Background: an optimization exercise with open tools, aiming at small area. Do not read the settings as production practice. In this exercise RTL edits were held to simulation tests only and were not proved equivalent to the original. No activity file was given, so power comes from the tool's default toggle rates.

// decode_stage
module decode_stage (
    input  logic        i_clk,
    input  logic        i_reset,
    input  logic        i_if_valid,
    input  logic [31:0] i_if_pc,
    input  logic [31:0] i_if_insn,
    output logic        o_if_readyn,
    input  logic        i_issue_readyn,
    output logic        o_issue_valid,
    output logic [31:0] o_issue_pc,
    output logic [1:0]  o_issue_pipe,
    output logic [3:0]  o_issue_op,
    output logic [4:0]  o_issue_src0,
    output logic [4:0]  o_issue_src1,
    output logic [4:0]  o_issue_dst,
    output logic [31:0] o_issue_imm,
    output logic        o_issue_load,
    output logic        o_issue_store,
    output logic [3:0]  o_issue_dst_rob,
    output logic [3:0]  o_issue_src0_rob,
    output logic        o_issue_src0_ready,
    output logic [31:0] o_issue_src0_value,
    output logic [3:0]  o_issue_src1_rob,
    output logic        o_issue_src1_ready,
    output logic [31:0] o_issue_src1_value,
    input  logic        i_wb_en,
    input  logic [3:0]  i_wb_rob,
    input  logic [31:0] i_wb_value,
    output logic        o_commit_valid,
    output logic        o_commit_ready,
    output logic [3:0]  o_commit_rob,
    output logic [31:0] o_commit_pc,
    output logic [4:0]  o_commit_dst,
    output logic [31:0] o_commit_value,
    output logic        o_commit_load,
    output logic        o_commit_store,
    input  logic        i_commit_en
);
Size: ~6,100 cells after synthesis, roughly 2,400 flip-flops, about 94,000 sq um of cells after synthesis.
==> flow/config.mk <==
export PLATFORM = sky130hd
export DESIGN_NAME = decode_stage
export DESIGN_NICKNAME = decode_stage
export VERILOG_FILES = /design/flow/design.v
export SDC_FILE = /design/flow/constraint.sdc
export NUM_CORES = 4
export LEC_CHECK = 0
export CAP_MARGIN = 20
export CORE_MARGIN = 2
export CORE_UTILIZATION = 45
export SLEW_MARGIN = 20
export BUFFER_PORTS_ARGS = -buffer_cell sky130_fd_sc_hd__buf_1
export CTS_ARGS = -sink_clustering_enable -repair_clock_nets -sink_clustering_size 30 -sink_clustering_max_diameter 80 -dont_use_dummy_load
==> flow/constraint.sdc <==
create_clock -name core_clock -period 7.0 [get_ports {i_clk}]
set_input_delay 1.4000 -clock core_clock [delete_from_list [all_inputs] [get_ports {i_clk}]]
set_output_delay 1.4000 -clock core_clock [all_outputs]
set_load 0.01 [all_outputs]
standard.sh (not shown) runs the stock make flow with config.mk's settings and CLKGATE_MAP_FILE= SYNTH_SCRIPT=/design/flow/synth_recipe.tcl, a recipe that flattens the netlist after the stock synthesis.
==> flow/flow/run.sh <==
#!/bin/bash
# The standard layout (standard.sh) with three changes made through ORFS
# variables: ports are buffered with buf_1 cells, and the clock tree uses
# larger sink clusters and no dummy loads.  Every tool's output goes to the
# ORFS logs under orfs/logs; make's own output goes to flow_make.log here.
set -euo pipefail
cat >> config.mk <<'MK'
export BUFFER_PORTS_ARGS = -buffer_cell sky130_fd_sc_hd__buf_1
export CTS_ARGS = -sink_clustering_enable -repair_clock_nets -sink_clustering_size 30 -sink_clustering_max_diameter 80 -dont_use_dummy_load
MK
bash standard.sh > flow_make.log 2>&1
The baseline passed the timing, design-rule and antenna checks.
Then changed:
==> flow/run.sh (new file) <==
#!/bin/bash
# synth_recipe.tcl (not shown) runs the flow's synth.tcl, then flattens the netlist and writes it again
# the make line also repeats each setting of config.mk as NAME=value (left out here)
make -C /OpenROAD-flow-scripts/flow DESIGN_CONFIG=/design/flow/config.mk WORK_HOME=/design/flow/orfs CLKGATE_MAP_FILE= SYNTH_SCRIPT=/design/flow/synth_recipe.tcl finish
BUFFER_PORTS_ARGS = not set   (was -buffer_cell sky130_fd_sc_hd__buf_1)
CTS_ARGS = not set   (was -sink_clustering_enable -repair_clock_nets -sink_clustering_size 30 -sink_clustering_max_diameter 80 -dont_use_dummy_load)
CTS_CLUSTER_DIAMETER = 80   (was not set)
CTS_CLUSTER_SIZE = 30   (was not set)
removed: flow/flow/run.sh
removed: flow/standard.sh
Outcome: Combinational power goes up by 11%; via count came out lower by 0.64%; critical path depth is unchanged; synthesized cell count stays the same; fmax fell by 6.5%; total power rose by 6.7%; cell area goes up by 3.4%; clock skew drops by 0.054 ns.

---

build 87:
Another version of the RTL of decode_stage (not shown whole).
Size in the first run: ~94,000 sq um of cells after synthesis.
clock: 7.0 ns
lec_check: 0
cap_margin: 20
core_margin: 2
core_utilization: 45
slew_margin: 20
buffer_ports_args: -buffer_cell sky130_fd_sc_hd__buf_1
cts_args: -sink_clustering_enable -repair_clock_nets -sink_clustering_size 24 -sink_clustering_max_diameter 80 -dont_use_dummy_load
==> flow/flow/run.sh <==
#!/bin/bash
# The standard layout (standard.sh) with three changes made through ORFS
# variables: ports are buffered with buf_1 cells, and the clock tree uses
# larger sink clusters and no dummy loads.  Every tool's output goes to the
# ORFS logs under orfs/logs; make's own output goes to flow_make.log here.
set -euo pipefail
cat >> config.mk <<'MK'
export BUFFER_PORTS_ARGS = -buffer_cell sky130_fd_sc_hd__buf_1
export CTS_ARGS = -sink_clustering_enable -repair_clock_nets -sink_clustering_size 24 -sink_clustering_max_diameter 80 -dont_use_dummy_load
MK
bash standard.sh > flow_make.log 2>&1
## Diff of input files: build 90 against build 87
- removing CTS_ARGS (formerly -sink_clustering_enable -repair_clock_nets -sink_clustering_size 24 -sink_clustering_max_diameter 80 -dont_use_dummy_load)
- removing BUFFER_PORTS_ARGS (formerly -buffer_cell sky130_fd_sc_hd__buf_1)
==> flow/flow/run.sh <==
#!/bin/bash
# Own layout flow: the standard layout (standard.sh's make command) with
# these changes, made through a config and a synthesis script of its own:
#  - synthesis runs synth_recipe.tcl unchanged except that Yosys's abc call
#    uses flow/abc_area.script, an area-oriented ABC mapping with a relaxed
#    delay target, in place of ORFS's speed script.  Flip-flops are mapped
#    before abc, so the registers are exactly the standard synthesis's.
#  - ports are buffered with buf_1 cells;
#  - the clock tree uses sink clusters of up to 28 sinks within 80 um, and
#    no dummy loads.
# Every tool writes its full log under orfs/logs; make's own output goes to
# flow_make.log in this folder.
set -euo pipefail
here=$(pwd)

# synth_recipe.tcl with abc's -script argument replaced
{
  head -n 1 synth_recipe.tcl
  cat <<'TCL'
proc abc {args} {
  set i [lsearch -exact $args -script]
  if {$i >= 0} { lset args [expr {$i + 1}] $::env(OWN_ABC_SCRIPT) }
  yosys abc {*}$args
}
TCL
  tail -n +2 synth_recipe.tcl
} > own_synth.tcl

cat > own_config.mk <<MK
include $here/config.mk
export OWN_ABC_SCRIPT = $here/flow/abc_area.script
export BUFFER_PORTS_ARGS = -buffer_cell sky130_fd_sc_hd__buf_1
export CTS_ARGS = -sink_clustering_enable -repair_clock_nets -sink_clustering_size 28 -sink_clustering_max_diameter 80 -dont_use_dummy_load
MK

# standard.sh, pointed at own_config.mk and own_synth.tcl
sed -e "s#DESIGN_CONFIG=$here/config.mk#DESIGN_CONFIG=$here/own_config.mk#" \
    -e "s#SYNTH_SCRIPT=$here/synth_recipe.tcl#SYNTH_SCRIPT=$here/own_synth.tcl#" \
    standard.sh > own_standard.sh
grep -q "DESIGN_CONFIG=$here/own_config.mk" own_standard.sh
grep -q "SYNTH_SCRIPT=$here/own_synth.tcl" own_standard.sh

bash own_standard.sh > flow_make.log 2>&1
==> flow/flow/abc_area.script (new file) <==
&get -n
&st
&dch
&nf -R 1000 -a
&st
&syn2
&dch
&nf -R 1000 -a
&st
&syn2
&dch
&nf -R 1000 -a
&put
topo
==> run summary <==
Going from build 87 to build 90, number of placed instances, taps included shrank by a few percent.
Delta (build 90 minus build 87): worst setup slack went down by 170 ps; routed wirelength normalized by instance count increased by 0.89 microns relative to the old numbers.
#### Input delta (build 61 over build 90)
-- flow/flow/run.sh --
<<< build 90, line 9
#  - the clock tree uses sink clusters of up to 28 sinks within 80 um, and
>>> build 61, line 9
#  - the clock tree uses sink clusters of up to 24 sinks within 80 um, and
<<< build 90, line 33
export CTS_ARGS = -sink_clustering_enable -repair_clock_nets -sink_clustering_size 28 -sink_clustering_max_diameter 80 -dont_use_dummy_load
>>> build 61, line 33
export CTS_ARGS = -sink_clustering_enable -repair_clock_nets -sink_clustering_size 24 -sink_clustering_max_diameter 80 -dont_use_dummy_load
-- flow/flow/abc_area.script --
<<< build 90, line 9
&st
&syn2
&dch
&nf -R 1000 -a
>>> build 61, line 9
## What came out
- Build 61 ended up with a higher maximum frequency than build 90 did.
- Taking build 90 as the reference point, the clock latency of the later-clocked register in the worst-skew pair of build 61 falls by 20 ps.
- Clock buffer and inverter area fraction after layout: build 61 vs build 90 up 0.39 points
- Per the comparison of build 61 with build 90, post-route total power now larger, maximum number of buffers from clock root to sink comparable.
- Build 61: done, clean on timing, DRC and antenna

==> afterwards: timing with drivers on the ports <==
The flow's constraints put no driver on any port. The routed layouts listed below were extracted and timed again, unchanged, in two steps.
Step 1: set_driving_cell puts a clkbuf_16 on i_clk and a buf_2 on each other input, an assumption about the parent block.
Step 2 times the ports against the registers' clock, not the clock port: input delays grow and output delays shrink by t, the midpoint of the rising clock arrivals with the driver on.
Three values: ideal, step 1, step 2; two values: the first two.
run	t, ns	setup slack, ns	worst setup path after step 2
the first run of note 1	0.897	1.254 / 1.151 / 1.038	input to register
the second run of note 1	0.919	0.856 / 0.767 / 0.521	input to register
build 87	0.900	1.303 / 1.210 / 0.975	input to register
build 90	0.891	1.135 / 1.033 / 0.848	input to register
build 61	0.884	1.225 / 1.125 / 0.621	input to register
After both steps setup and hold are still met in every run listed. The setup slack of build 61, which loses most, moves by -0.100 ns with the drivers and by -0.604 ns with both steps.
